Context: an optimization exercise on an open-source flow, tuned for small area and a short achievable clock period. The choices shown serve that exercise and are no tape-out recipe. Function was checked by simulation only, so behaviour that the tests miss may differ from the original. Power and IR drop assume default switching activity.

==> design.v <==
package mips_pkg;
    typedef logic [31:0] word_t;       
    typedef logic [4:0]  reg_addr_t;   
    typedef logic [5:0]  alu_op_t;     
    localparam logic [5:0] OPC_RTYPE = 6'h00;
    localparam logic [5:0] OPC_ADDI  = 6'h08;
    localparam logic [5:0] OPC_SLTI  = 6'h0a;
    localparam logic [5:0] OPC_ANDI  = 6'h0c;
    localparam logic [5:0] OPC_ORI   = 6'h0d;
    localparam logic [5:0] OPC_SW    = 6'h2b;
    localparam alu_op_t FN_ADD = 6'h20;
    localparam alu_op_t FN_SUB = 6'h22;
    localparam alu_op_t FN_AND = 6'h24;
    localparam alu_op_t FN_OR  = 6'h25;
    localparam alu_op_t FN_XOR = 6'h26;
    localparam alu_op_t FN_NOR = 6'h27;
    localparam alu_op_t FN_SLT = 6'h2a;
endpackage
`timescale 1ns/1ps
module mips_issue_ex
    (
        input  logic                clk,
        input  logic                reset,
        input  logic                instr_valid_i,
        input  mips_pkg::word_t     instr_i,
        input  logic                flush_i,
        output logic                result_valid_o,
        output mips_pkg::reg_addr_t result_dest_o,
        output mips_pkg::word_t     result_o,
        output logic                mem_wr_o,
        output mips_pkg::word_t     mem_addr_o,
        output mips_pkg::word_t     mem_wdata_o
    );
    logic [5:0]  opcode;
    logic [5:0]  funct;
    logic [4:0]  rs, rt, rd, dest;
    logic        is_r, r_ok, i_ok, is_sw, wr;
    logic        d_add, d_sub, d_and, d_or, d_xor, d_nor, d_slt;
    assign opcode = instr_i[31:26];
    assign funct  = instr_i[5:0];
    assign rs     = instr_i[25:21];
    assign rt     = instr_i[20:16];
    assign rd     = instr_i[15:11];
    assign is_r  = (opcode == mips_pkg::OPC_RTYPE);
    assign is_sw = (opcode == mips_pkg::OPC_SW);
    assign dest  = is_r ? rd : rt;
    always_comb
    begin
        d_add = 1'b0;
        d_sub = 1'b0;
        d_and = 1'b0;
        d_or  = 1'b0;
        d_xor = 1'b0;
        d_nor = 1'b0;
        d_slt = 1'b0;
        r_ok  = 1'b0;
        i_ok  = 1'b0;
        if (is_r)
        begin
            case (funct)
                mips_pkg::FN_ADD: begin d_add = 1'b1; r_ok = 1'b1; end
                mips_pkg::FN_SUB: begin d_sub = 1'b1; r_ok = 1'b1; end
                mips_pkg::FN_AND: begin d_and = 1'b1; r_ok = 1'b1; end
                mips_pkg::FN_OR:  begin d_or  = 1'b1; r_ok = 1'b1; end
                mips_pkg::FN_XOR: begin d_xor = 1'b1; r_ok = 1'b1; end
                mips_pkg::FN_NOR: begin d_nor = 1'b1; r_ok = 1'b1; end
                mips_pkg::FN_SLT: begin d_slt = 1'b1; r_ok = 1'b1; end
                default: ;
            endcase
        end
        else
        begin
            case (opcode)
                mips_pkg::OPC_ADDI: begin d_add = 1'b1; i_ok = 1'b1; end
                mips_pkg::OPC_SLTI: begin d_slt = 1'b1; i_ok = 1'b1; end
                mips_pkg::OPC_ANDI: begin d_and = 1'b1; i_ok = 1'b1; end
                mips_pkg::OPC_ORI:  begin d_or  = 1'b1; i_ok = 1'b1; end
                mips_pkg::OPC_SW:   d_add = 1'b1;
                default: ;
            endcase
        end
    end
    assign wr = (r_ok || i_ok) && (dest != '0);   
    mips_pkg::word_t rf [1:31];   
    mips_pkg::word_t rf_wd;
    logic            res_we;
    assign res_we = result_valid_o;   
    assign rf_wd  = result_o & {32{~reset}};
    for (genvar i = 1; i < 32; i++)
    begin : g_rf
        always_ff @(posedge clk)
            if (reset || (res_we && (result_dest_o == i)))
                rf[i] <= rf_wd;
    end
    mips_pkg::word_t rd_a, rd_b;
    always_comb
    begin
        rd_a = '0;
        rd_b = '0;
        for (int i = 1; i < 32; i++)
        begin
            rd_a = rd_a | (rf[i] & {32{rs == i}});
            rd_b = rd_b | (rf[i] & {32{rt == i}});
        end
    end
    logic                ex_we, ex_st;
    logic                ex_inv, ex_arith, ex_and, ex_or, ex_xor, ex_nor, ex_slt;
    mips_pkg::reg_addr_t ex_dest;
    mips_pkg::word_t     ex_a, ex_b, ex_s;
    logic                accept, inv, use_imm;
    logic                fxa, fxb, fwa, fwb;
    mips_pkg::word_t     alu, alu0, alu1, sel, simm;
    assign accept  = instr_valid_i && !flush_i;
    assign inv     = d_sub || d_slt;
    assign use_imm = !is_r;
    assign simm    = {{16{instr_i[15]}}, instr_i[15:0]};
    assign fxa = ex_we && (ex_dest == rs);
    assign fxb = ex_we && (ex_dest == rt);
    assign fwa = res_we && (result_dest_o == rs);
    assign fwb = res_we && (result_dest_o == rt);
    mips_pkg::word_t oth_a, oth_t, src_a, src_t, src_b;
    mips_pkg::word_t a0, a1, t0, t1, b0, b1;
    assign oth_a = fwa ? result_o : rd_a;
    assign oth_t = fwb ? result_o : rd_b;
    assign a0 = fxa ? alu0 : oth_a;
    assign a1 = fxa ? alu1 : oth_a;
    assign t0 = fxb ? alu0 : oth_t;
    assign t1 = fxb ? alu1 : oth_t;
    assign b0 = (use_imm ? simm : t0) ^ {32{inv}};
    assign b1 = (use_imm ? simm : t1) ^ {32{inv}};
    for (genvar i = 0; i < 32; i++)
    begin : g_src
        assign src_a[i] = sel[i] ? a1[i] : a0[i];
        assign src_t[i] = sel[i] ? t1[i] : t0[i];
        assign src_b[i] = sel[i] ? b1[i] : b0[i];
        assign alu[i]   = sel[i] ? alu1[i] : alu0[i];
    end
    always_ff @(posedge clk or posedge reset)
    begin
        if (reset)
        begin
            ex_we <= 1'b0;
            ex_st <= 1'b0;
        end
        else
        begin
            ex_we <= accept && wr;
            ex_st <= accept && is_sw;
        end
    end
    always_ff @(posedge clk)
    begin
        ex_inv   <= inv;
        ex_arith <= d_add || d_sub;
        ex_and   <= d_and;
        ex_or    <= d_or;
        ex_xor   <= d_xor;
        ex_nor   <= d_nor;
        ex_slt   <= d_slt;
        ex_dest  <= dest;
        ex_a     <= src_a;
        ex_b     <= src_b;
        ex_s     <= src_t;
    end
    mips_pkg::word_t logic_r;
    logic [31:0] kg [0:5];
    logic [31:0] kp [0:5];
    logic [31:0] hp, cy;
    assign hp    = ex_a ^ ex_b;
    assign kg[0] = (ex_a & ex_b) | {31'b0, hp[0] & ex_inv};
    assign kp[0] = hp;
    for (genvar l = 0; l < 5; l++)
    begin : g_ks
        for (genvar i = 0; i < 32; i++)
        begin : g_bit
            if (i >= (1 << l))
            begin : g_op
                assign kg[l+1][i] = kg[l][i] | (kp[l][i] & kg[l][i - (1 << l)]);
                assign kp[l+1][i] = kp[l][i] & kp[l][i - (1 << l)];
            end
            else
            begin : g_pass
                assign kg[l+1][i] = kg[l][i];
                assign kp[l+1][i] = kp[l][i];
            end
        end
    end
    assign cy  = {kg[5][30:0], ex_inv};
    assign logic_r = ({32{ex_and}} & (ex_a & ex_b))
                   | ({32{ex_or}}  & (ex_a | ex_b))
                   | ({32{ex_xor}} & (ex_a ^ ex_b))
                   | ({32{ex_nor}} & ~(ex_a | ex_b));
    logic same_sign, lt0, lt1, early0;
    assign same_sign = (ex_a[31] != ex_b[31]);
    assign lt0       = same_sign ? hp[31] : ex_a[31];
    assign lt1       = same_sign ? !hp[31] : ex_a[31];
    assign early0    = ex_arith ? (hp[0] ^ ex_inv) : logic_r[0];
    assign sel  = {cy[31:1], cy[31]};
    assign alu0 = {(ex_arith ? hp[31:1] : logic_r[31:1]), (ex_slt ? lt0 : early0)};
    assign alu1 = {(ex_arith ? ~hp[31:1] : logic_r[31:1]), (ex_slt ? lt1 : early0)};
    always_ff @(posedge clk or posedge reset)
    begin
        if (reset)
        begin
            result_valid_o <= 1'b0;
            mem_wr_o       <= 1'b0;
        end
        else
        begin
            result_valid_o <= ex_we;
            mem_wr_o       <= ex_st;
        end
    end
    always_ff @(posedge clk)
    begin
        result_dest_o <= ex_dest;
        result_o      <= alu;
        mem_wdata_o   <= ex_s;
    end
    assign mem_addr_o = result_o;   
endmodule
==> run.sh <==
#!/bin/bash
# synth_recipe.tcl (not shown) runs the flow's synth.tcl, then flattens the netlist and writes it again
# the make line also repeats each setting of config.mk as NAME=value (left out here)
make -C /OpenROAD-flow-scripts/flow DESIGN_CONFIG=/design/flow/config.mk WORK_HOME=/design/flow/orfs CLKGATE_MAP_FILE= SYNTH_SCRIPT=/design/flow/synth_recipe.tcl finish
==> config.mk <==
export PLATFORM = sky130hd
export DESIGN_NAME = mips_issue_ex
export DESIGN_NICKNAME = mips_issue_ex
export VERILOG_FILES = /design/flow/design.v
export SDC_FILE = /design/flow/constraint.sdc
export NUM_CORES = 4
export LEC_CHECK = 0
export CAP_MARGIN = 20
export CORE_MARGIN = 2
export CORE_UTILIZATION = 45
export PLACE_DENSITY = 0.6
export SETUP_SLACK_MARGIN = 2.4
export SLEW_MARGIN = 20
==> constraint.sdc <==
create_clock -name core_clock -period 5.5 [get_ports {clk}]
set_input_delay 1.1000 -clock core_clock [delete_from_list [all_inputs] [get_ports {clk}]]
set_output_delay 1.1000 -clock core_clock [all_outputs]
set_load 0.01 [all_outputs]
==> results.txt, run 1 <==
Timing
Based on the critical path, the design can be clocked at up to 0.317 GHz. In the final timing run, aggregate negative setup slack is 0 ns. The hold violation count in the final report is 0. Subtracting the final worst setup slack from the clock period gives 3.16 ns.

The normalized max-slew margin is 0.197. For the pin with the worst max-slew slack, the measured transition is 1.21 ns. Of the available clock period, the critical path in the final layout requires 0.574. The number of endpoints failing setup at the final stage is 0. Setup repair after global routing could not meet its margin everywhere. The clock skew after layout is 0.0369 ns. The final number of max-transition violations is 0.

Global route
The initial antenna violation count is 20. The largest net degree at the start of global routing is 65. The residual overflow from global routing is 0. The first global-routing pass estimated 356000 microns of wire. The global-route usage over all layers is 0.443. The via count of the first global-routing pass is 42738.

Setup path
In this design, the critical path's most frequently occurring cell is buf_4. Of all nets on the critical path, the largest fanout is 13. Among cell families on the critical path, the largest total delay comes from simple AND/OR/NAND/NOR gates. In this run the register-to-register setup slack is 2.46 ns. The critical register-to-register path endpoint is ex_b[30].

Data on the critical path arrives at its endpoint at 3.80 ns. The slowest stage of the critical path is the nor2_4 cell. The type of destination of the critical path is a register.

The critical path buffer and inverter count is 4. The worst reg2reg path startpoint is ex_a[22]. The number of cell instances on the worst register-to-register path is 11. The worst setup path is of the input pin to register kind. The category of the worst setup path launch point is an input pin. The worst path required time is 6.14 ns. Traced cell by cell, the critical path runs through buf_4 > nand3_1 > nor2_4 > buf_4 > buf_6 > a22oi_1 > and4_1 > nand4_1 > nor3_4 > buf_4 > o22ai_1 > o21ai_1 > xnor2_1. On the worst path, the slowest cell contributes a delay of 0.66 ns.

Detailed routing
The iteration count of the initial detailed-routing pass is 10. The average routed wire per standard cell is 43.8 microns. The average via count per standard cell is 7.53.

The antenna violation net count after detailed routing is 0. After detailed routing, the number of remaining DRC violations is 0. The detailed router placed 46240 vias in this run. The starting DRC count in detailed routing is 10688. The routed design has 269000 microns of wire.

Min path
The worst hold path stage count is 0. The sink of the worst hold path is mem_wdata_o[20]. The source of the worst hold timing path is ex_s[20].

The path type of the worst min-delay path is register to register.

Floorplan
The number of I/O pins is 139. The number of rows in the core area is 124. The starting density of the core is 0.454. The total area inside the core boundary comes to 0.115 sq mm. The die outline height is 344 microns. The overall die area is 0.118 sq mm.

In this run the horizontal extent of the chip is 344 microns.

Clock tree
In this run the number of H-tree levels came out at 3. Counting the buffers created by CTS gives 117. In this run, post-CTS hold repair placed 0 buffers. After clock tree synthesis, the clock-pin slew on the worst setup and hold paths is 0.06 ns. The clock tree from TritonCTS is yes. The worst-case clock buffer depth is 3. CTS saw 1173 sinks. The CTS root buffer is clkbuf_16. Clock latency on the worst-skew pair, taken at its later pin, is 0.78 ns.

Layout
The most common library cell in the layout ignoring fill and taps is edfxtp_1. The signed area change from the synthesized netlist to the final layout is 23.4%. The net count of the finished layout is 4611.

The filler cell count is 9329. The library cells used most frequently in the layout, excluding fill and tap cells, are 992 x edfxtp_1, 783 x a22oi_1, 403 x nand2_1. The share of cells above drive strength 1 is 0.205. For this run, the share of the core covered by cells in the final layout is 0.561.

Pwr
Power comes to 21.4 mW. For this design the ratio of total power to cell area is 333 mW/mm^2. Across the VDD grid, the largest voltage drop is 0.000271 V.

The analysis attributes to cell leakage a power of 24.2 nW.

Flow run
The number of maximum-capacitance constraint violations is 0.

Synth
The synthesized netlist occupies a cell area of 0.0520 sq mm. The number of flip-flops and latches in the synthesized netlist is 1173. A synthesized cell averages 12.6 sq um. The share of the Yosys chip area taken by registers is 0.643. The cell count after synthesis is 4134. After synthesis, the cell types taking the most area are edfxtp_1 57%, a22oi_1 11%, dfxtp_1 6.8%.

The synthesized netlist net count is 4235. The count of flip-flops with a built-in enable after synthesis is 992. The area fraction of the dominant cell type after synthesis is 0.573.

Among all flip-flop cells after synthesis, the most frequent one is edfxtp_1. For this run, asynchronously set or reset flops after synthesis account for 0.00341. After synthesis, the netlist uses 95 different library cells. The largest area contributor in the netlist is edfxtp_1. The Yosys warning count is 4.

Placement
Port buffering added 138 buffers. The global placer's final weighted congestion is 1.03. The half-perimeter wire length after placement is 156000 microns.

Run status
The run finished with no timing, DRC or antenna violations.
[worst register-to-register path, stage by stage (launching register included)]
cell       delay, ns
dfxtp_2         0.42
inv_1           0.11
ha_4            0.30
a21oi_4         0.19
o211ai_2        0.11
a31o_2          0.29
or2_4           0.29
or4_1           0.49
a41o_4          0.32
o2bb2ai_2       0.18
o21ai_2         0.14
xnor2_1         0.14
[report_power, final]
| group | switching, mW | internal (mW) | total (mW) | leakage [nW] |
|---|---|---|---|---|
| Combinational | 1.68 | 0.775 | 2.45 | 10.5 |
| Clock | 3.69 | 4.77 | 8.45 | 1.94 |
| Sequential | 0.359 | 10.1 | 10.5 | 11.8 |
| Total | 5.73 | 15.7 | 21.4 | 24.2 |
[through the flow]
step | std cells | cell area [sq um] | hold slack (ns) | setup slack, ns
floorplan | 4134 | 52100 | 0.310 | 1.63
global placement | 5709 | 57000 | 0.312 | 0.456
detailed placement | 5709 | 57000 | 0.312 | 0.358
CTS | 6103 | 63600 | 0.326 | 2.40
global route | 6127 | 64200 | 0.330 | 2.31
finish | 6141 | 64200 | 0.326 | 2.34
[per-layer routing]
layer | track usage | vias to the layer above | share of wire
met4 | 0.338 | 26 | 0.10
met1 | 0.512 | 22029 | 0.32
met2 | 0.628 | 5329 | 0.40
li1 | - | 17194 | -
met3 | 0.219 | 1662 | 0.17
met5 | 0.0172 | - | 0.0019
[worst max path at each step]
stage | to | start | slack (ns) | cells after the start
after detailed placement | ex_b[16] | instr_i[20] | 0.36 | 12
after global placement | ex_b[16] | instr_i[20] | 0.46 | 12
final | ex_b[21] | instr_i[20] | 2.34 | 13
after global routing | ex_b[21] | instr_i[16] | 2.31 | 13
after floorplan | rf[28][0] | result_dest_o[3] | 1.63 | 3
after CTS | ex_b[20] | ex_b[6] | 2.40 | 11
[area by class of cell]
cell class	instances	area, sq um	share of cell area
flip-flops and latches	1173	33500	0.521
multi-input cells	2547	18600	0.289
repair buffers	578	5850	0.0911
clock buffers	139	3100	0.0484
well taps	1512	1890	0.0295
clock inverters	82	921	0.0143
inverters	93	349	0.00544
diodes	17	42.5	0.000663
[registers in the layout, summed over array words and instances (netlist names)]
| name | flops |
|---|---|
| ex_and | 1 |
| ex_nor | 1 |
| mem_wdata_o | 32 |
| ex_b | 32 |
| ex_s | 32 |
| mem_wr_o | 1 |
| ex_st | 1 |
| ex_we | 1 |
| ex_xor | 1 |
| ex_inv | 1 |
| ex_a | 32 |
| result_valid_o | 1 |
| rf | 992 |
| ex_arith | 1 |
| ex_slt | 1 |
| result_dest_o | 5 |
| result_o | 32 |
| ex_or | 1 |
| ex_dest | 5 |
[cells in the mapped netlist (15+ instances only)]
cell type	count
buf_1	25
nand2_1	421
ha_1	64
a22o_1	73
nand3_1	99
nor2b_1	41
xnor2_1	35
nor2_1	174
nand4_1	42
and3_1	84
a31oi_1	23
xor2_1	34
clkbuf_1	144
dfxtp_1	177
mux2i_1	40
edfxtp_1	992
a22oi_1	784
a221oi_1	63
nand2b_1	15
a21oi_1	84
o21ai_0	94
buf_4	36
a222oi_1	46
nor3_1	40
buf_2	113
inv_1	92
nor4_1	61
[cell families after synthesis]
group,count (synthesis),synth area share
xor gates and xnor gates,69,0.0116
and+or+nand+nor,1054,0.0966
AOI/OAI and AO/OA,1312,0.189
adders and majority gates,65,0.0158
muxes,45,0.00878
DFF,1173,0.643
buffers and inverters,416,0.0359
[repair_timing]
action,CTS,global route
endpoints found under the hold margin,0,0
pin swaps,75,29
resized for setup,211,75
buffers inserted,169,20
endpoints found under the setup margin,172,94
cloned,4,1
==> run 2, diff against run 1 <==
--- a/config.mk
+++ b/config.mk
@@ -9,4 +9,6 @@
 export CORE_MARGIN = 2
 export CORE_UTILIZATION = 45
+export CTS_CLUSTER_DIAMETER = 80
+export CTS_CLUSTER_SIZE = 24
 export PLACE_DENSITY = 0.6
 export SETUP_SLACK_MARGIN = 2.4
==> run 2 against run 1 <==
Effect of this change:
- still clean on timing, DRC and antenna
- worst hold slack better by 0.0065 ns
- setup slack worse by 0.061 ns
- power is 15% lower
- synthesized area stayed put
- largest cell class unchanged
==> results.txt, run 2 <==
Flow run
The number of maximum-capacitance constraint violations is 0 (unchanged).

Layout
Leaving out fill and tap cells, the most frequent cells in the layout are 992 x edfxtp_1, 779 x a22oi_1, 402 x nand2_1. The net count of the finished layout came to 4555 (-1.2%). The share of cells above drive strength 1 came to 0.192 (-0.0132). From synthesis to final layout, the design area changed by 19.7%. rf holds more flip-flops than any other register. The final core area utilization was 0.544 (-0.0167). Leaving out fill and tap cells, the most frequent cell in the layout is edfxtp_1. The flip-flop count of the largest register, all copies and words added is 992 (unchanged). The filler cell count is 9435 (+1.1%). The final cell count without fillers was 6015 (-2.1%).

Synth
The mean area per synthesized cell came to 12.6 sq um (unchanged). The count of different cell masters after synthesis is 95 (unchanged). The largest area contributor in the netlist is edfxtp_1. The synthesized netlist net count is 4235 (unchanged).

In the synthesized netlist, the cells that appear most often are 992 x edfxtp_1, 784 x a22oi_1, 421 x nand2_1, 177 x dfxtp_1, 174 x nor2_1. The number of flip-flops and latches in the synthesized netlist is 1173 (unchanged). Sorting the synthesized cells by area gives the leading types as edfxtp_1 57%, a22oi_1 11%, dfxtp_1 6.8%.

The post-synthesis async set-or-reset flop share was 0.00341 (unchanged). For this run, the leading register cell type out of synthesis is edfxtp_1. The Yosys warning count was 4 (unchanged).

The count of flip-flops with a built-in enable after synthesis is 992 (unchanged). The combined area of all synthesized cells is 0.0520 sq mm (unchanged). Among all cell types in the netlist, the one instantiated most often is edfxtp_1. The cell count after synthesis is 4134 (unchanged).

The register area share after synthesis is 0.643 (unchanged). The area fraction of the dominant cell type after synthesis was 0.573 (unchanged).

Setup path
The critical path's largest stage delay came to 0.62 ns (-0.04 ns). The slowest stage of the critical path belongs to the cell nor4_1. The top fanout value on the critical path is 16 (+3). The instance count on the critical path is 11 (-2). Traced cell by cell, the critical path runs through clkdlybuf4s15_2 > or3b_4 > nor2_4 > buf_4 > clkbuf_16 > a22oi_1 > nand2_1 > nor4_1 > nand3_2 > o21ai_0 > o21ai_0.

The worst setup path is launched from an input pin. The critical path buffer and inverter count is 3 (-1). The type of destination of the critical path is a register. The arrival time reported for the critical path endpoint came to 3.85 ns (+0.05 ns).

The number of cell instances on the worst register-to-register path is 4 (-7). The cell family contributing the most delay on the critical path is simple AND/OR/NAND/NOR gates. The worst path required time is 6.13 ns (about the same). In this design, the critical path's most frequently occurring cell is o21ai_0. The worst setup path is of the input pin to register kind.

Timing
Setup repair after global routing could not meet its margin everywhere. The number of endpoints failing setup at the final stage is 0 (unchanged). The final critical path time including I/O delays and setup came to 3.22 ns (+0.0607 ns). The hold violation count in the final report is 0 (unchanged). The clock skew after layout was 0.0347 ns (-0.00226 ns). The final number of max-transition violations was 0 (unchanged). The slew at the pin closest to its max-slew limit is 1.21 ns (+0.00447 ns). The maximum achievable frequency came to 0.311 GHz (-1.9%).

The summed negative setup slack over all endpoints is 0 ns (unchanged). The worst setup slack after layout is 2.28 ns (-0.0607 ns). The share of the clock period used by the worst path is 0.585 (+0.0110). The normalized max-slew margin was 0.194 (-0.00298).

Placement
The cell count after placement is 5709 (unchanged). The half-perimeter wire length after placement is 156000 microns (unchanged). The count of buffers inserted at the top-level ports is 138 (unchanged). The pre-CTS worst setup slack came to 0.358 ns (unchanged). The global placer's final weighted congestion is 1.03 (unchanged).

Clock tree
The depth of the CTS H-tree is 2 (-1). TritonCTS built the clock tree. The tree is rooted in a clkbuf_16. The number of buffers inserted during clock tree synthesis is 58 (-50%). The clock transition time at the flip-flop clock pins of the worst setup and hold paths is 0.10 ns (+0.04 ns). The total of hold buffers inserted after clock tree synthesis came to 0 (unchanged).

The worst-case clock buffer depth is 3 (unchanged). The clock sink count is 1173 (unchanged). The latest clock arrival within the worst-skew pair is 0.76 ns (-0.02 ns).

Floorplan
The number of I/O pins is 139 (unchanged). The overall die width is 344 microns (unchanged). The area of the core region came to 0.115 sq mm (unchanged). The starting density of the core was 0.454 (unchanged).

The number of rows in the core area is 124 (unchanged). The overall die area is 0.118 sq mm (unchanged). The die outline height is 344 microns (unchanged).

Detailed routing
The number of remaining DRC errors was 0 (unchanged). The average routed wire per standard cell is 44.8 microns (+2.3%). The antenna violation net count after detailed routing is 0 (unchanged). The total wire length came to 270000 microns (+0.21%). The iteration count of the initial detailed-routing pass is 14 (+4). The count of vias placed by the detailed router is 45831 (-0.88%).

The starting DRC count in detailed routing is 10392 (-2.8%). The average via count per standard cell is 7.62 (+1.2%).

Min path
The path type of the worst min-delay path is register to register. The worst hold path stage count is 0 (unchanged).

Global route
The initial antenna violation count is 22 (+10%). The first-pass GRT wire length came to 354000 microns (-0.57%). The largest net degree at the start of global routing came to 65 (unchanged). The residual overflow from global routing was 0 (unchanged). The via count of the first global-routing pass is 41901 (-2.0%). The global-route usage over all layers is 0.440 (-0.00277).

Pwr
The worst ir drop on vdd is 0.000281 V (+3.5%). The leakage power figure was 23.2 nW (-4.1%). The ratio of total power to cell area was 291 mW/mm^2 (-13%). The total power after layout came to 18.1 mW (-15%).

Run status
The flow ran to the end and the layout has no timing, DRC or antenna violations.
[run 2: layout make-up]
class	instances	area, sq um	area share
sequential	1173	33500	0.537
multi-input combinational	2547	18800	0.301
timing repair buffer	581	6000	0.0963
tap	1512	1890	0.0304
clock buffer	78	1590	0.0255
inverter	93	349	0.00560
clock inverter	15	174	0.00279
antenna	16	40.0	0.000643
[run 2: worst paths after layout]
kind	start	to	slack (ns)
worst min-delay path	ex_s[20]	mem_wdata_o[20]	0.33
min in group asynchronous	reset	result_valid_o	1.13
worst min register to register	ex_s[20]	mem_wdata_o[20]	0.33
worst max register to register	result_dest_o[0]	rf[3][2]	2.44
worst max-delay path	instr_i[25]	ex_a[14]	2.28
max in group asynchronous	reset	result_valid_o	4.07
[run 2: cell families after synthesis]
kind of cell             Yosys count  synth area share
AND/OR/NAND/NOR                 1054            0.0966
adder cells (fa/ha/maj)           65            0.0158
buffers and inverters            416            0.0359
AO/OA/AOI/OAI                   1312             0.189
XOR/XNOR                          69            0.0116
flip-flops                      1173             0.643
multiplexers                      45           0.00878
[run 2: through the flow]
| step | instance area (sq um) | hold slack (ns) |
|---|---|---|
| after floorplan | 52100 | 0.310 |
| after global placement | 57000 | 0.312 |
| after detailed placement | 57000 | 0.312 |
| after CTS | 61400 | 0.334 |
| after global routing | 62200 | 0.334 |
| final | 62300 | 0.333 |
[run 2: layer usage]
layer  part of all wire  GRT usage
met5             0.0012    0.00521
met1               0.32      0.513
met3               0.18      0.212
met4               0.11      0.339
met2               0.40      0.623
[run 2: power by group]
part	internal (mW)	total, mW	switching (mW)
Clock	2.16	5.16	3.01
Combinational	0.799	2.50	1.70
Sequential	10.1	10.5	0.357
Total	13.1	18.1	5.07
[run 2: what timing repair did]
item                       4_1_cts  5_1_grt
resized for setup              216      105
setup buffers                  161       29
gates cloned                     5        2
setup endpoints to repair      171       60
pin swaps                       73       46
==> run 3, diff against run 2 <==
--- a/config.mk
+++ b/config.mk
@@ -9,7 +9,7 @@
 export CORE_MARGIN = 2
 export CORE_UTILIZATION = 45
-export CTS_CLUSTER_DIAMETER = 80
-export CTS_CLUSTER_SIZE = 24
+export CTS_CLUSTER_DIAMETER = 70
+export CTS_CLUSTER_SIZE = 20
 export PLACE_DENSITY = 0.6
-export SETUP_SLACK_MARGIN = 2.4
+export SETUP_SLACK_MARGIN = 2.5
 export SLEW_MARGIN = 20
==> run 3 against run 2 <==
Effect of this change:
- clock power up 19%
- via count up 2.9%
- register-to-register slack better by 0.04 ns
- non-clock buffer count up 86
- synthesized area stayed put
- fmax is 4.1% higher
- power grew 6.2%
==> results.txt, run 3 <==
Min path
The path type of the worst min-delay path is register to register.

Layout
The filler cell count is 9150 (-3.0%). In the layout the commonest cells are 992 x edfxtp_1, 777 x a22oi_1, 401 x nand2_1. The library cell used most frequently in the layout, excluding fill and tap cells, is edfxtp_1. The flip-flop count of the largest register, all copies and words added is 992 (unchanged). The storage element area came to 0.0335 sq mm (+0.17%). The final instance area is 0.0646 sq mm (+3.6%). The net count of the finished layout is 4661 (+2.3%). The share of cells above drive strength 1 is 0.226 (+0.0341). The multi-input combinational cell area is 0.0191 sq mm (+1.9%). The signed area change from the synthesized netlist to the final layout is 24.1%. The register name with the most flops is rf. The final core area utilization is 0.564 (+0.0198).

Synth
The biggest area contributor in the post-synthesis netlist is edfxtp_1. By area the synthesized netlist is led by edfxtp_1 57%, a22oi_1 11%, dfxtp_1 6.8%. The synthesized netlist net count is 4235 (unchanged). The cell count after synthesis came to 4134 (unchanged). The cell with the most instances after synthesis is edfxtp_1. In the synthesized netlist, the cells that appear most often are 992 x edfxtp_1, 784 x a22oi_1, 421 x nand2_1, 177 x dfxtp_1, 174 x nor2_1. The primary flip-flop cell chosen by synthesis mapping is edfxtp_1.

The area fraction of the dominant cell type after synthesis came to 0.573 (unchanged). The post-synthesis async set-or-reset flop share is 0.00341 (unchanged). The mean area per synthesized cell is 12.6 sq um (unchanged). The number of flip-flops and latches in the synthesized netlist is 1173 (unchanged). The Yosys warning count is 4 (unchanged). The count of flip-flops with a built-in enable after synthesis was 992 (unchanged).

The register area share after synthesis is 0.643 (unchanged). The combined area of all synthesized cells is 0.0520 sq mm (unchanged). The count of different cell masters after synthesis was 95 (unchanged).

Floorplan
The starting density of the core is 0.454 (unchanged). The overall die area is 0.118 sq mm (unchanged). The number of I/O pins is 139 (unchanged). The die outline height is 344 microns (unchanged).

The number of rows in the core area was 124 (unchanged). The overall die width was 344 microns (unchanged). The area of the core region is 0.115 sq mm (unchanged).

Global route
The via count of the first global-routing pass is 43101 (+2.9%). The global-route usage over all layers is 0.452 (+0.0116). The largest net degree at the start of global routing is 60 (-7.7%). The residual overflow from global routing is 0 (unchanged). The first-pass GRT wire length is 362000 microns (+2.2%).

The initial antenna violation count is 17 (-23%).

Setup path
Traced cell by cell, the critical path runs through clkdlybuf4s15_2 > xor2_1 > nor4_2 > and3_4 > buf_4 > nand2_1 > o21ai_0. The worst path required time was 6.14 ns (about the same). The type of the worst setup path is input pin to register. The largest individual stage delay along the critical path comes from the cell nor4_2. The kind of cell with the highest combined delay on the critical path is simple AND/OR/NAND/NOR gates. The top fanout value on the critical path is 26 (+10). The endpoint identified for the worst register-to-register timing path is ex_a[14]. STA classifies the critical path startpoint as an input pin. The critical path's largest stage delay is 0.71 ns (+0.09 ns). The reg2reg setup slack came to 2.48 ns (+0.04 ns). The termination of the worst setup path is ex_a[2]. The arrival time reported for the critical path endpoint is 3.73 ns (-0.12 ns). The number of cell instances on the worst register-to-register path is 10 (+6). The worst reg2reg path startpoint is ex_a[5]. The instance count on the critical path was 7 (-4). The type of destination of the critical path is a register. In this run the worst setup path begins at instr_i[22].

The critical path buffer and inverter count is 2 (-1).

Timing
The maximum achievable frequency is 0.323 GHz (+4.1%). The clock skew after layout is 0.0413 ns (+0.00667 ns). The normalized max-slew margin came to 0.202 (+0.00813). The share of the clock period used by the worst path is 0.562 (-0.0232). The worst setup slack after layout is 2.41 ns (+0.128 ns).

The slew at the pin closest to its max-slew limit is 1.20 ns (-0.0122 ns). The final critical path time including I/O delays and setup came to 3.09 ns (-0.128 ns). The final number of max-transition violations was 0 (unchanged).

The number of endpoints failing setup at the final stage came to 0 (unchanged). The hold violation count in the final report is 0 (unchanged). Setup repair after global routing could not meet its margin everywhere. The summed negative setup slack over all endpoints is 0 ns (unchanged).

Clock tree
The total of hold buffers inserted after clock tree synthesis is 0 (unchanged). The clock tree from TritonCTS is yes. The depth of the CTS H-tree is 3 (+1). Clock tree synthesis selected as its root buffer the cell clkbuf_16. The worst-case clock buffer depth was 3 (unchanged). The clock sink count is 1173 (unchanged). The clock transition time at the flip-flop clock pins of the worst setup and hold paths was 0.09 ns (about the same).

The number of buffers inserted during clock tree synthesis is 76 (+31%). The latest clock arrival within the worst-skew pair is 0.74 ns (-0.02 ns).

Placement
The placed instance area came to 0.0572 sq mm (+0.37%). The global placer's final weighted congestion is 1.01 (-1.2%). The pre-CTS worst setup slack is 0.647 ns (+0.288 ns).

The half-perimeter wire length after placement was 157000 microns (+0.22%). The count of buffers inserted at the top-level ports came to 138 (unchanged).

Pwr
The total power after layout came to 19.2 mW (+6.2%). The leakage power figure is 24.2 nW (+4.3%). The worst ir drop on vdd is 0.000218 V (-22%). The ratio of total power to cell area is 298 mW/mm^2 (+2.4%).

Detailed routing
The antenna violation net count after detailed routing was 0 (unchanged). The iteration count of the initial detailed-routing pass is 13 (-1). The count of vias placed by the detailed router is 47181 (+2.9%). The number of remaining DRC errors was 0 (unchanged). The starting DRC count in detailed routing is 10822 (+4.1%). The average via count per standard cell is 7.68 (+0.78%).

The average routed wire per standard cell is 45.0 microns (+0.41%). The total wire length is 276000 microns (+2.6%).

Flow run
The number of maximum-capacitance constraint violations was 0 (unchanged).

Run status
The run finished with no timing, DRC or antenna violations.
## run 3: cell counts after synthesis
Identical to the previous run, type by type.
## run 3: area by class of cell
class / count / area share
multi-input combinational: 2549 / 0.296
antenna: 22 / 0.000853
sequential: 1173 / 0.519
clock inverter: 27 / 0.00568
tap: 1512 / 0.0293
inverter: 93 / 0.00545
timing repair buffer: 667 / 0.112
clock buffer: 101 / 0.0314
## run 3: power breakdown
| part | internal, mW | switching [mW] |
|---|---|---|
| Combinational | 0.899 | 1.74 |
| Clock | 2.86 | 3.27 |
| Sequential | 10.1 | 0.368 |
| Total | 13.9 | 5.38 |
## run 3: logic make-up (layout without fill, tap and decap cells)
| logic type | after synthesis | in the layout | share of synthesized area |
|---|---|---|---|
| flip-flops | 1173 | 1173 | 0.643 |
| XOR/XNOR | 69 | 69 | 0.0116 |
| other | 0 | 22 | 0 |
| buffers and inverters | 416 | 888 | 0.0359 |
| AO/OA/AOI/OAI | 1312 | 1312 | 0.189 |
| AND/OR/NAND/NOR | 1054 | 1058 | 0.0966 |
| multiplexers | 45 | 45 | 0.00878 |
| adder cells (fa/ha/maj) | 65 | 65 | 0.0158 |
## run 3: through the flow
stage	hold WS [ns]	instances
after global routing	0.333	6127
after floorplan	0.310	4134
after detailed placement	0.312	5703
final	0.325	6144
after CTS	0.324	6069
after global placement	0.311	5695
## run 3: worst min-delay path by stage
stage	slack [ns]	startpoint	to	cells after the start
2_1_floorplan	0.31	ex_s[0]	mem_wdata_o[0]	0
3_3_place_gp	0.31	ex_s[22]	mem_wdata_o[22]	0
3_5_place_dp	0.31	ex_s[12]	mem_wdata_o[12]	0
4_1_cts	0.32	ex_s[12]	mem_wdata_o[12]	0
5_1_grt	0.33	ex_s[4]	mem_wdata_o[4]	0
6_report	0.33	ex_s[20]	mem_wdata_o[20]	0
## run 3: routing by layer
metal,wire length (microns),global-route usage
met1,85000,0.515
met3,50000,0.236
met4,29800,0.369
met5,663,0.0276
met2,111000,0.627
## run 3: repair_timing
action,4_1_cts,5_1_grt
setup endpoints to repair,390,120
buffers inserted,226,51
pin swaps,105,84
resized for setup,278,169
gates cloned,12,2
==> run 4, diff against run 3 <==
--- a/config.mk
+++ b/config.mk
@@ -8,8 +8,8 @@
 export CAP_MARGIN = 20
 export CORE_MARGIN = 2
-export CORE_UTILIZATION = 45
-export CTS_CLUSTER_DIAMETER = 70
-export CTS_CLUSTER_SIZE = 20
-export PLACE_DENSITY = 0.6
+export CORE_UTILIZATION = 50
+export CTS_CLUSTER_DIAMETER = 90
+export CTS_CLUSTER_SIZE = 26
+export PLACE_DENSITY = 0.65
 export SETUP_SLACK_MARGIN = 2.5
 export SLEW_MARGIN = 20
==> run 4 against run 3 <==
Effect of this change:
- still clean on timing, DRC and antenna
- final area decreased by 2.6%
- sequential power about the same
- die area decreased by 9.9%
- combinational power decreased by 2%
- global-route usage increased by 3.4 points
- largest cell class unchanged
==> results.txt, run 4 <==
Clock tree
The clock transition time at the flip-flop clock pins of the worst setup and hold paths is 0.09 ns (about the same). The depth of the CTS H-tree is 2 (-1). CTS placed an instance of clkbuf_16 at the clock tree root. The clock sink count came to 1173 (unchanged). The clock tree from TritonCTS is yes.

The total of hold buffers inserted after clock tree synthesis came to 0 (unchanged). The number of buffers inserted during clock tree synthesis came to 52 (-32%). The latest clock arrival within the worst-skew pair is 0.73 ns (about the same). The worst-case clock buffer depth is 3 (unchanged).

Pwr
The ratio of total power to cell area was 282 mW/mm^2 (-5.3%). The leakage power figure is 23.5 nW (-2.9%). The worst ir drop on vdd was 0.000261 V (+20%).

Timing
Setup repair after global routing could not meet its margin everywhere. The summed negative setup slack over all endpoints is 0 ns (unchanged). The share of the clock period used by the worst path is 0.573 (+0.0105). The number of endpoints failing setup at the final stage is 0 (unchanged).

The smallest hold slack is 0.335 ns (+0.00975 ns). The slew at the pin closest to its max-slew limit came to 1.18 ns (-0.0188 ns). The maximum achievable frequency came to 0.317 GHz (-1.8%). The final critical path time including I/O delays and setup is 3.15 ns (+0.0580 ns).

The hold violation count in the final report is 0 (unchanged). The clock skew after layout is 0.0320 ns (-0.00933 ns). The final number of max-transition violations is 0 (unchanged). The worst setup slack after layout is 2.35 ns (-0.0580 ns). The normalized max-slew margin is 0.214 (+0.0125).

Setup path
The arrival time reported for the critical path endpoint is 3.55 ns (-0.18 ns). The category of the worst setup path launch point is an input pin. The cell with the largest stage delay on the worst path is a21o_2. The most repeated library cell on the critical path is buf_4. The critical path's largest stage delay is 0.81 ns (+0.10 ns). Traced cell by cell, the critical path runs through buf_2 > buf_4 > buf_4 > a21o_2 > buf_12. The top fanout value on the critical path is 20 (-23%). The worst setup path is captured at a register. The instance count on the critical path was 5 (-2).

The critical path buffer and inverter count is 4 (+2). The cell family contributing the most delay on the critical path is buffers and inverters. The setup path with the least slack is of type input pin to register.

The number of cell instances on the worst register-to-register path is 10 (unchanged). The worst path required time is 5.90 ns (-0.24 ns).

Layout
The filler cell count came to 8023 (-12%). In the layout the commonest cells are 992 x edfxtp_1, 776 x a22oi_1, 402 x nand2_1. The storage element area is 0.0335 sq mm (about the same). The final instance area is 0.0629 sq mm (-2.6%). The share of cells above drive strength 1 is 0.212 (-0.0140). The most common library cell in the layout ignoring fill and taps is edfxtp_1.

The register name with the most flops is rf. The flip-flop count of the largest register, all copies and words added is 992 (unchanged). The net count of the finished layout is 4611 (-1.1%). The signed area change from the synthesized netlist to the final layout is 20.9%. The multi-input combinational cell area is 0.0191 sq mm (about the same).

Detailed routing
The total wire length was 269000 microns (-2.8%). The antenna violation net count after detailed routing is 0 (unchanged). The iteration count of the initial detailed-routing pass came to 14 (+1).

The average via count per standard cell was 7.88 (+2.7%). The starting DRC count in detailed routing came to 12071 (+12%). The number of remaining DRC errors was 0 (unchanged).

The average routed wire per standard cell came to 45.3 microns (+0.75%). The count of vias placed by the detailed router is 46723 (-0.97%).

Global route
The met2 capacity usage during global routing is 0.661 (+0.0348). The first-pass GRT wire length is 354000 microns (-2.1%). The met1 usage in global routing was 0.569 (+0.0537).

The global-route usage over all layers was 0.486 (+0.0340). The initial antenna violation count is 17 (unchanged). The largest net degree at the start of global routing is 45 (-25%). The met3 track utilization from global routing was 0.247 (+0.0107). In this run the most used layer during global routing was met2. The residual overflow from global routing is 0 (unchanged). The via count of the first global-routing pass was 42536 (-1.3%).

Floorplan
The die outline height was 327 microns (-5.1%). The area of the core region is 0.103 sq mm (-9.7%). The number of I/O pins came to 139 (unchanged). The starting density of the core is 0.503 (+0.0490). The number of rows in the core area was 118 (-4.8%).

The overall die area was 0.107 sq mm (-9.9%). The overall die width is 327 microns (-5.1%).

Synth
The primary flip-flop cell chosen by synthesis mapping is edfxtp_1. The area fraction of the dominant cell type after synthesis came to 0.573 (unchanged). The commonest cells after synthesis are 992 x edfxtp_1, 784 x a22oi_1, 421 x nand2_1, 177 x dfxtp_1, 174 x nor2_1. The number of flip-flops and latches in the synthesized netlist was 1173 (unchanged).

The count of different cell masters after synthesis was 95 (unchanged). The cell count after synthesis is 4134 (unchanged). The combined area of all synthesized cells was 0.0520 sq mm (unchanged). The mean area per synthesized cell is 12.6 sq um (unchanged).

The post-synthesis async set-or-reset flop share is 0.00341 (unchanged). The count of flip-flops with a built-in enable after synthesis was 992 (unchanged). The synthesized netlist net count came to 4235 (unchanged).

The Yosys warning count is 4 (unchanged). Yosys attributes the largest share of cell area to edfxtp_1 57%, a22oi_1 11%, dfxtp_1 6.8%. The largest area contributor in the netlist is edfxtp_1. The register area share after synthesis is 0.643 (unchanged). The cell with the most instances after synthesis is edfxtp_1.

Run status
The run finished with no timing, DRC or antenna violations.

Placement
The global placer's final weighted congestion is 0.993 (-2.0%). The placed instance area came to 0.0568 sq mm (-0.61%). The half-perimeter wire length after placement is 151000 microns (-3.3%).

The count of buffers inserted at the top-level ports came to 138 (unchanged). The pre-CTS worst setup slack came to 0.564 ns (-0.0822 ns).

Min path
The path type of the worst min-delay path is register to register. The worst hold path stage count is 0 (unchanged).

Flow run
The number of maximum-capacitance constraint violations is 0 (unchanged).
## run 4: metal layers
metal	wire, microns	up-vias
li1	-	17073
met1	83500	22006
met2	104000	5679
met3	49500	1947
met4	30900	18
met5	534	-
## run 4: worst paths after layout
path | from | end | slack (ns)
worst min-delay path | ex_s[3] | mem_wdata_o[3] | 0.34
worst max register to register | ex_a[0] | ex_b[30] | 2.46
min in group asynchronous | reset | ex_st | 1.27
max in group asynchronous | reset | result_valid_o | 3.95
worst min register to register | ex_s[3] | mem_wdata_o[3] | 0.34
worst max-delay path | reset | rf[3][30] | 2.35
## run 4: where the power goes
part / internal [mW] / switching [mW] / total (mW)
clock network: 1.84 / 2.84 / 4.69
registers: 10.1 / 0.350 / 10.5
logic: 0.865 / 1.74 / 2.60
## run 4: kinds of logic after synthesis
kind of cell,Yosys count,share of synthesized area
compound gates,1312,0.189
mux,45,0.00878
simple gates,1054,0.0966
flops,1173,0.643
buf+inv,416,0.0359
xor+xnor,69,0.0116
fa+ha+maj,65,0.0158
## run 4: what timing repair did
item | 4_1_cts | 5_1_grt
setup buffers | 191 | 59
setup endpoints to repair | 284 | 142
gates cloned | 9 | 4
resized for setup | 269 | 180
pin swaps | 94 | 85
## run 4: metrics by stage
stage / instances / utilization / power [mW]
finish: 5927 / 0.608 / 17.7
global route: 5914 / 0.608 / 18.0
CTS: 5849 / 0.594 / 17.3
detailed placement: 5572 / 0.550 / 12.7
global placement: 5571 / 0.550 / 12.7
floorplan: 4134 / - / 11.5
## run 4: cell type report
cell class | instances | share of cell area
antenna | 14 | 0.000557
clock buffer | 67 | 0.0219
clock inverter | 10 | 0.00177
inverter | 93 | 0.00555
multi-input combinational | 2552 | 0.304
sequential | 1173 | 0.533
tap | 1380 | 0.0275
timing repair buffer | 638 | 0.106

-- port drivers added, routing unchanged --
The flow's constraints put no driver on any port. The routed layouts listed below were extracted and timed again, unchanged, in two steps.
Step 1 (the two cells are an assumption about what drives the block):
set clk [get_ports {clk}]
set_driving_cell -lib_cell sky130_fd_sc_hd__clkbuf_16 $clk
set_driving_cell -lib_cell sky130_fd_sc_hd__buf_2 [delete_from_list [all_inputs] $clk]
Step 2 adds t to the input delays and takes it off the output delays; t is the mean of the earliest and latest rising clock arrival at the registers after step 1. Input paths then give back, and output paths get back, about the clock's delay inside the block.
Slacks: ideal / step 1 / step 2; pairs: ideal / step 1.
run	shift t [ns]	setup WS [ns]	worst setup path after step 2	clock arrival spread, ns	worst slew at a driven data input, ns
run 1	0.834	2.341 / 2.281 / 1.556	input to register	0.048 / 0.047	0.08
run 2	0.820	2.280 / 2.317 / 1.501	input to register	0.041 / 0.041	0.10
run 3	0.797	2.407 / 2.412 / 1.657	input to register	0.051 / 0.051	0.13
run 4	0.786	2.349 / 2.392 / 1.615	input to register	0.036 / 0.036	0.05
After both steps every run listed still meets setup and hold. For run 1, which loses most, drivers alone change the setup slack by -0.060 ns; drivers and shift together by -0.785 ns.
